Context: an optimization exercise on an open-source flow, tuned for small area. The choices shown serve that exercise and are no tape-out recipe.
Where RTL was checked, it was by simulation tests only, not by an equivalence proof against the original.
Power figures rest on the tool's default switching activity, not on a simulated workload.

Setup of the reference run:
==> flow/design.v <==
`default_nettype none
package host_pkg;
  typedef logic [31:0] cfg_addr_t;
  typedef logic [31:0] cfg_data_t;
  typedef logic [1:0]  cfg_resp_t;
  typedef logic [2:0]  reg_idx_t;
  typedef logic [31:0] counter_t;
  localparam cfg_resp_t RespOkay   = 2'b00;
  localparam cfg_resp_t RespSlvErr = 2'b10;
  localparam int unsigned NumCounters = 4;
  localparam cfg_data_t UnmappedData = 32'hdeadf000;
  localparam reg_idx_t CntBaseIdx = 3'd0;
  localparam reg_idx_t ThrBaseIdx = 3'd4;
  typedef struct packed {
    logic write_miss;
    logic write_hit;
    logic read_miss;
    logic read_hit;
  } llc_events_t;
  typedef struct packed {
    logic      aw_valid;
    cfg_addr_t aw_addr;
    logic      w_valid;
    cfg_data_t w_data;
    logic      b_ready;
    logic      ar_valid;
    cfg_addr_t ar_addr;
    logic      r_ready;
  } lite_req_t;
  typedef struct packed {
    logic      aw_ready;
    logic      w_ready;
    logic      b_valid;
    cfg_resp_t b_resp;
    logic      ar_ready;
    logic      r_valid;
    cfg_resp_t r_resp;
    cfg_data_t r_data;
  } lite_resp_t;
  typedef enum logic [1:0] {
    CFG_IDLE,
    CFG_RDATA,
    CFG_BRESP
  } cfg_state_e;
endpackage
`default_nettype wire
`timescale 1ns/1ps
`default_nettype none
module host_domain_top (
  input  logic        clk_i,
  input  logic        arst_n_i,
  input  logic        cfg_aw_valid_i,
  input  logic [31:0] cfg_aw_addr_i,
  input  logic        cfg_w_valid_i,
  input  logic [31:0] cfg_w_data_i,
  input  logic        cfg_b_ready_i,
  input  logic        cfg_ar_valid_i,
  input  logic [31:0] cfg_ar_addr_i,
  input  logic        cfg_r_ready_i,
  output logic        cfg_aw_ready_o,
  output logic        cfg_w_ready_o,
  output logic        cfg_b_valid_o,
  output logic [1:0]  cfg_b_resp_o,
  output logic        cfg_ar_ready_o,
  output logic        cfg_r_valid_o,
  output logic [1:0]  cfg_r_resp_o,
  output logic [31:0] cfg_r_data_o,
  input  logic [3:0]  llc_events_i,
  output logic [3:0]  pmu_irq_o,
  input  logic        dma_pe_evt_valid_i,
  output logic        dma_pe_evt_o,
  output logic        dma_pe_evt_ack_o
);
  logic rv_q, bv_q;
  logic idle, rd_acc, wr_acc;
  assign idle   = ~(rv_q | bv_q);
  assign rd_acc = idle & cfg_ar_valid_i;
  assign wr_acc = idle & ~cfg_ar_valid_i & cfg_aw_valid_i & cfg_w_valid_i;
  always_ff @(posedge clk_i or negedge arst_n_i) begin
    if (!arst_n_i) begin
      rv_q <= 1'b0;
      bv_q <= 1'b0;
    end else begin
      rv_q <= rd_acc | (rv_q & ~cfg_r_ready_i);
      bv_q <= wr_acc | (bv_q & ~cfg_b_ready_i);
    end
  end
  assign cfg_ar_ready_o = idle;
  assign cfg_aw_ready_o = idle & ~cfg_ar_valid_i & cfg_w_valid_i;
  assign cfg_w_ready_o  = idle & ~cfg_ar_valid_i & cfg_aw_valid_i;
  assign cfg_r_valid_o  = rv_q;
  assign cfg_b_valid_o  = bv_q;
  logic       ar_map, aw_map;
  logic [2:0] ar_idx, aw_idx;
  assign ar_map = ~|cfg_ar_addr_i[31:5];
  assign aw_map = ~|cfg_aw_addr_i[31:5];
  assign ar_idx = cfg_ar_addr_i[4:2];
  assign aw_idx = cfg_aw_addr_i[4:2];
  logic [3:0] cnt_ld, thr_we;
  always_comb begin
    for (int k = 0; k < 4; k++) begin
      cnt_ld[k] = wr_acc & aw_map & (aw_idx == 3'(k));
      thr_we[k] = wr_acc & aw_map & (aw_idx == 3'(k + 4));
    end
  end
  logic        init_q;
  logic [31:0] cnt_q [4];
  always_ff @(posedge clk_i or negedge arst_n_i) begin
    if (!arst_n_i) init_q <= 1'b0;
    else           init_q <= 1'b1;
  end
  always_ff @(posedge clk_i) begin
    for (int k = 0; k < 4; k++) begin
      if (cnt_ld[k])
        cnt_q[k] <= cfg_w_data_i;
      else if (init_q)
        cnt_q[k] <= cnt_q[k] + {31'd0, llc_events_i[k] & ~&cnt_q[k]};
      else
        cnt_q[k] <= {31'd0, llc_events_i[k]};
    end
  end
  logic [31:0] thr_q [4];
  logic [3:0]  thr_nz_q;
  always_ff @(posedge clk_i) begin
    for (int k = 0; k < 4; k++) begin
      if (thr_we[k]) thr_q[k] <= cfg_w_data_i;
    end
  end
  always_ff @(posedge clk_i or negedge arst_n_i) begin
    if (!arst_n_i) begin
      thr_nz_q <= '0;
    end else begin
      for (int k = 0; k < 4; k++) begin
        if (thr_we[k]) thr_nz_q[k] <= |cfg_w_data_i;
      end
    end
  end
  always_comb begin
    for (int k = 0; k < 4; k++) begin
      pmu_irq_o[k] = thr_nz_q[k] & (cnt_q[k] >= thr_q[k]);
    end
  end
  logic [31:0] rd_val, r_data_q;
  logic        resp_q;
  always_comb begin
    rd_val = ar_map ? 32'd0 : 32'hdeadf000;
    for (int k = 0; k < 4; k++) begin
      if (ar_map & init_q & (ar_idx == 3'(k)))            rd_val = rd_val | cnt_q[k];
      if (ar_map & thr_nz_q[k] & (ar_idx == 3'(k + 4)))   rd_val = rd_val | thr_q[k];
    end
  end
  always_ff @(posedge clk_i) begin
    if (idle) begin
      r_data_q <= rd_val;
      resp_q   <= cfg_ar_valid_i ? ~ar_map : ~aw_map;
    end
  end
  assign cfg_r_data_o = r_data_q;
  assign cfg_r_resp_o = {resp_q, 1'b0};
  assign cfg_b_resp_o = {resp_q, 1'b0};
  logic [1:0] sync_q;
  logic       last_q, pulse_q;
  always_ff @(posedge clk_i or negedge arst_n_i) begin
    if (!arst_n_i) begin
      sync_q  <= '0;
      last_q  <= 1'b0;
      pulse_q <= 1'b0;
    end else begin
      sync_q  <= {sync_q[0], dma_pe_evt_valid_i};
      last_q  <= sync_q[1];
      pulse_q <= sync_q[1] ^ last_q;
    end
  end
  assign dma_pe_evt_ack_o = sync_q[1];
  assign dma_pe_evt_o     = pulse_q;
endmodule
`default_nettype wire
make LEC_CHECK=0 CAP_MARGIN=20 CORE_MARGIN=2 CORE_UTILIZATION=40 SLEW_MARGIN=20 finish   # period 5.0 ns
run.sh (not shown) runs the stock make flow with config.mk's settings and CLKGATE_MAP_FILE= SYNTH_SCRIPT=/design/flow/synth_recipe.tcl, a recipe that flattens the netlist after the stock synthesis.
diff inputs: the reference run => the trial run
diff --git a/flow/design.v b/flow/design.v
--- a/flow/design.v
+++ b/flow/design.v
@@ -105,6 +105,20 @@
   end
   logic        init_q;
   logic [31:0] cnt_q [4];
+  function automatic logic [31:0] cnt_inc(input logic [31:0] a, input logic ev);
+    logic [3:0] ones, bc;
+    logic       c;
+    for (int j = 0; j < 4; j++) ones[j] = &a[8*j +: 8];
+    bc[0] = ev & ~&ones;
+    for (int j = 1; j < 4; j++) bc[j] = bc[j-1] & ones[j-1];
+    for (int j = 0; j < 4; j++) begin
+      c = bc[j];
+      for (int i = 0; i < 8; i++) begin
+        cnt_inc[8*j+i] = a[8*j+i] ^ c;
+        c = c & a[8*j+i];
+      end
+    end
+  endfunction
   always_ff @(posedge clk_i or negedge arst_n_i) begin
     if (!arst_n_i) init_q <= 1'b0;
     else           init_q <= 1'b1;
@@ -114,16 +128,22 @@
       if (cnt_ld[k])
         cnt_q[k] <= cfg_w_data_i;
       else if (init_q)
-        cnt_q[k] <= cnt_q[k] + {31'd0, llc_events_i[k] & ~&cnt_q[k]};
+        cnt_q[k] <= cnt_inc(cnt_q[k], llc_events_i[k]);
       else
         cnt_q[k] <= {31'd0, llc_events_i[k]};
     end
   end
-  logic [31:0] thr_q [4];
+  function automatic logic cnt_ge(input logic [31:0] a, input logic [31:0] nb);
+    logic c;
+    c = 1'b1;
+    for (int i = 0; i < 32; i++) c = (a[i] & nb[i]) | (c & (a[i] | nb[i]));
+    cnt_ge = c;
+  endfunction
+  logic [31:0] thr_n_q [4];    
   logic [3:0]  thr_nz_q;
   always_ff @(posedge clk_i) begin
     for (int k = 0; k < 4; k++) begin
-      if (thr_we[k]) thr_q[k] <= cfg_w_data_i;
+      if (thr_we[k]) thr_n_q[k] <= ~cfg_w_data_i;
     end
   end
   always_ff @(posedge clk_i or negedge arst_n_i) begin
@@ -137,7 +157,7 @@
   end
   always_comb begin
     for (int k = 0; k < 4; k++) begin
-      pmu_irq_o[k] = thr_nz_q[k] & (cnt_q[k] >= thr_q[k]);
+      pmu_irq_o[k] = thr_nz_q[k] & cnt_ge(cnt_q[k], thr_n_q[k]);
     end
   end
   logic [31:0] rd_val, r_data_q;
@@ -146,7 +166,7 @@
     rd_val = ar_map ? 32'd0 : 32'hdeadf000;
     for (int k = 0; k < 4; k++) begin
       if (ar_map & init_q & (ar_idx == 3'(k)))            rd_val = rd_val | cnt_q[k];
-      if (ar_map & thr_nz_q[k] & (ar_idx == 3'(k + 4)))   rd_val = rd_val | thr_q[k];
+      if (ar_map & thr_nz_q[k] & (ar_idx == 3'(k + 4)))   rd_val = rd_val | ~thr_n_q[k];
     end
   end
   always_ff @(posedge clk_i) begin
Results
Looking at relative area of clock buffers and inverters in the final design, the trial run sits 1.0 points above the reference run. The trial run reports its dominant combinational cell family by area after synthesis as compound AO/OA/AOI/OAI gates while the reference run reports simple AND/OR/NAND/NOR gates. Wire length of the first global-routing pass: the trial run better than the reference run. Cmp the trial run vs the reference run: register-to-register slack lower in the trial run. Going from the reference run to the trial run, via count shrinks by 14%. The reference run vs the trial run, most common library cell in the layout ignoring fill and taps: sky130_fd_sc_hd__nand2_1 vs sky130_fd_sc_hd__edfxtp_1. Per the comparison of the trial run with the reference run, average cell area after synthesis now sits higher; CTS buffer count decreased 1; inserted tap cell count -about 20%; first-iteration DRC count decreased 376. Power went up slightly going from the reference run to the trial run. Changes observed in the trial run relative to the reference run: routed wire length shrank by 15%, setup slack of the critical path after layout shrank by 0.29 ns.
Function not checked in the trial run: the RTL went through the layout flow alone.

-- afterwards: timing with drivers on the ports --
No port has a modelled driver above. Below, the same layouts with a new extraction and two added sets of constraints.
Step 1: set_driving_cell puts a clkbuf_16 on clk_i and a buf_2 on each other input, an assumption about the parent block.
Step 2 moves the port delays by t, midway between the first and last clock arrival at a register: inputs arrive t later, outputs are due t later. That takes back most of the time a late clock gives input paths.
Three values: ideal ports, drivers, drivers and shift; two values: the first two.
| run | t (ns) | slack for setup (ns) | latest minus earliest clock arrival (ns) | worst register clock-pin slew, ns |
|---|---|---|---|---|
| the reference run | 0.594 | 0.478 / 0.427 / 1.021 | 0.018 / 0.018 | 0.06 / 0.06 |
| the trial run | 0.569 | 0.185 / 0.130 / 0.699 | 0.034 / 0.034 | 0.07 / 0.07 |
After both steps every run listed still meets setup and hold.
